Source: an optimization exercise on an open RTL-to-GDS flow (aim: small area, a short achievable clock period and few clock cycles per item). Production flows keep margins and buffers that such runs may drop.
In this exercise RTL edits were held to simulation tests only and were not proved equivalent to the original.

== tundra ==
==> flow/design.v (excerpt) <==
module min_max_normalize_top #(
  parameter int MAX_ELEMENTS = 64
) (
  input  wire logic        clk,
  input  wire logic        rst,
  input  wire logic        push,
  output logic             full,
  input  wire logic [32:0] item,     
  output logic             empty,
  input  wire logic        pop,
  output logic [33:0]      result    
);
  localparam int N = MAX_ELEMENTS + 2;
  localparam int T = N - 2;
  localparam int J = 4;
  logic        ins;
  logic [31:0] din;
  logic [31:0] tap;
  logic        at_head;
  logic        d_wr;
  logic [69:0] d_wdata;
  logic [63:0] d_cur;
  logic        d_cur_v;
  logic        en;
  logic        cons;
  logic        dpop;
  logic        is_last;
  logic [31:0] d_min;
  logic [31:0] d_max;
  logic [31:0] offset;
  logic        off_co;
  logic [31:0] span;
  logic        span_co;
  logic        d_pt;
  logic [31:0] d_spx;
  assign {d_min, d_max} = d_cur;
  assign d_pt  = (d_max == d_min);
  assign d_spx = d_pt ? d_min : span;
  logic at_head_n;
  logic d_cur_v_n;
  logic ready_q;
  always_ff @(posedge clk) begin
    ready_q <= at_head_n && d_cur_v_n;
  end
  assign cons = ready_q && en;
  assign dpop = cons && is_last;
  mmn_front #(
    .N(N),
    .J(J)
  ) u_front (
    .clk(clk),
    .rst(rst),
    .push(push),
    .item(item),
    .full(full),
    .cons(cons),
    .dpop(dpop),
    .ins(ins),
    .din(din),
    .at_head(at_head),
    .at_head_n(at_head_n),
    .d_wr(d_wr),
    .d_data(d_wdata)
  );
  mmn_store #(
    .N(N),
    .T(T)
  ) u_store (
    .clk(clk),
    .ins(ins),
    .din(din),
    .tap(tap)
  );
  mmn_job_fifo #(
    .J(J - 1),
    .W(70)
  ) u_jobs (
    .clk(clk),
    .rst(rst),
    .wr_en(d_wr),
    .wr_data(d_wdata),
    .cons(cons),
    .cur_v(d_cur_v),
    .cur_v_n(d_cur_v_n),
    .cur(d_cur),
    .is_last(is_last)
  );
  mmn_add #(
  ...
==> flow/config.mk <==
export PLATFORM = sky130hd
export DESIGN_NAME = min_max_normalize_top
export DESIGN_NICKNAME = min_max_normalize_top
export VERILOG_FILES = /design/flow/design.v
export SDC_FILE = /design/flow/constraint.sdc
export NUM_CORES = 4
export LEC_CHECK = 0
export CAP_MARGIN = 20
export CORE_MARGIN = 2
export CORE_UTILIZATION = 45
export CTS_CLUSTER_DIAMETER = 80
export CTS_CLUSTER_SIZE = 24
export PLACE_DENSITY = 0.6
export SETUP_SLACK_MARGIN = 5.0
export SLEW_MARGIN = 20
==> flow/constraint.sdc <==
create_clock -name core_clock -period 8.0 [get_ports {clk}]
set_input_delay 1.6000 -clock core_clock [delete_from_list [all_inputs] [get_ports {clk}]]
set_output_delay 1.6000 -clock core_clock [all_outputs]
set_load 0.01 [all_outputs]
standard.sh (not shown) runs the stock make flow with config.mk's settings and CLKGATE_MAP_FILE= SYNTH_SCRIPT=/design/flow/synth_recipe.tcl, a recipe that flattens the netlist after the stock synthesis.
==> flow/flow/run.sh <==
#!/bin/bash
# Layout flow: the standard layout (standard.sh, all of ORFS's own steps and
# scripts), except that synthesis maps the logic with a delay-targeted ABC
# script (flow/abc_speed.script) in place of ORFS's abc_speed.script.
# make's output goes to flow_make.log; ORFS keeps each tool's log under orfs/logs.
set -euo pipefail
WORK=$(cd "$(dirname "$0")/.." && pwd)
cd "$WORK"
rm -rf "$WORK/scripts_abc"
cp -r "$FLOW_HOME/scripts" "$WORK/scripts_abc"
cp "$WORK/flow/abc_speed.script" "$WORK/scripts_abc/abc_speed.script"
bash "$WORK/standard.sh" "SCRIPTS_DIR=$WORK/scripts_abc" finish > "$WORK/flow_make.log" 2>&1
==> flow/flow/abc_speed.script <==
strash
dch -f
map -D 2200
buffer -p
upsize -D 2200
In summary, tundra completed successfully, with a layout that passed the timing, design-rule and antenna checks.
Testbench counts of tundra, summed over its fixed seeds: cycles 9,932, items 9,268.
> inputs changed (tundra -> maple)
-- flow/config.mk --
<<< tundra, line 10
export CORE_UTILIZATION = 45
export CTS_CLUSTER_DIAMETER = 80
export CTS_CLUSTER_SIZE = 24
export PLACE_DENSITY = 0.6
>>> maple, line 10
export CORE_UTILIZATION = 45
export CTS_CLUSTER_DIAMETER = 90
export CTS_CLUSTER_SIZE = 28
export PLACE_DENSITY = 0.6
## What came out
- | maximum achievable frequency | maple vs tundra | better |
- Between maple and tundra, the wire length of the first global-routing pass figures differ only marginally.
- Diff tundra -> maple: via count flat.
- On area of combinational cells with multiple inputs, tundra and maple are basically level.
- For number of sinks driven by the clock tree, tundra and maple come out practically identical.
- tundra → maple: design area fell 730 um^2, count of buffers not belonging to the clock network in the layout fell 9, number of instances in the synthesized netlist about even, overall die area about even.
Changes in xenon relative to maple:
==> flow/flow/abc_speed.script <==
strash
dch -f
map -D 2000
buffer -p
upsize -D 2000
### Flow results
- Looking at final clock period utilization by the worst path across xenon and maple, the one that comes out higher is xenon.
- In terms of hold slack, xenon and maple differ only marginally.
- Delta (xenon minus maple): share of the synthesized netlist area taken by xor and xnor gates neither gained nor lost much, core utilization down 0.41 points, count of non-CTS buffers in the layout saw a decrease, count of different cell masters after synthesis rose 9, total of fill cells in the finished design went down 147.
What onyx does differently from xenon at the input level:
==> flow/flow/abc_speed.script <==
strash
dch -f
map -D 2200
buffer -p
upsize -D 2200
-- flow/config.mk --
<<< xenon, line 12
export CTS_CLUSTER_SIZE = 28
export PLACE_DENSITY = 0.6
export SETUP_SLACK_MARGIN = 5.0
>>> onyx, line 12
export CTS_CLUSTER_SIZE = 28
export PLACE_DENSITY = 0.65
export SETUP_SLACK_MARGIN = 5.0
## What came out
Category of the critical setup timing path: reg -> out -> xenon, reg -> reg -> onyx
Looking at clock network latency to the later pin of the worst-skew pair across xenon and onyx, the one that comes out higher is onyx.
A worst setup path endpoint of result[0] is what xenon shows, while u_back.sp[0][19]$_DFFE_PN_ belongs to onyx.
~same initial standard-cell utilization of the core in xenon and onyx
In the flow results for xenon and onyx, the final-layout worst hold slack is larger on xenon.
Delay of the slowest cell on the worst path (onyx over xenon): increase, 90 ps
Required time of the critical path | onyx above xenon

Another version of the RTL of min_max_normalize_top (not shown whole).
For scale: about 9100 cells after synthesis, ~3800 flip-flops, roughly 73 I/O pins, ~130000 um2 of cells after synthesis.
export LEC_CHECK = 0
export CAP_MARGIN = 20
export CORE_MARGIN = 2
export CORE_UTILIZATION = 45
export PLACE_DENSITY = 0.6
export SETUP_SLACK_MARGIN = 4.7
export SLEW_MARGIN = 20
create_clock -name core_clock -period 8.0 [get_ports {clk}]
run.sh (not shown) runs the stock make flow with config.mk's settings and CLKGATE_MAP_FILE= SYNTH_SCRIPT=/design/flow/synth_recipe.tcl, a recipe that flattens the netlist after the stock synthesis.
Stock flow here: none of the scripts above is used.
The baseline finished clean.
Testbench counts at the start, summed over its fixed seeds: cycles 9,932, items 9,268.
Next try:
CTS_CLUSTER_DIAMETER = 80   (was default)
CTS_CLUSTER_SIZE = 24   (was default)
SETUP_SLACK_MARGIN = 4.5   (was 4.7)
Wire length falls by 4.4%.
Die area is unchanged.
Setup slack gets better by 0.038 ns.
Sequential share of layout area increases by 3.8 points.
Cell area drops by 6.0%.

-- what the ideal ports hide --
No port has a modelled driver above. Below, the same layouts with a new extraction and two added sets of constraints. Step 1 assumes that a clkbuf_16 drives the clock port and a buf_2 every other input. Step 2 moves the port delays by t, midway between the first and last clock arrival at a register: inputs arrive t later, outputs are due t later. That takes back most of the time a late clock gives input paths. Three values: no drivers, after step 1, after step 2; two values: the first two.
run | t (ns) | setup slack, ns | pins driven straight from the clock port
tundra | 0.971 | 4.980 / 4.897 / 4.268 | 1
maple | 0.948 | 5.011 / 4.921 / 4.157 | 1
xenon | 0.948 | 4.984 / 4.892 / 4.198 | 1
onyx | 0.961 | 4.964 / 4.906 / 4.216 | 1
the first run of note 2 | 0.994 | 4.301 / 4.301 / 4.273 | 1
the second run of note 2 | 0.960 | 4.339 / 4.339 / 4.311 | 1
After both steps every run listed still meets setup and hold. The setup slack of maple, which loses most, moves by -0.090 ns with the drivers and by -0.854 ns with both steps.
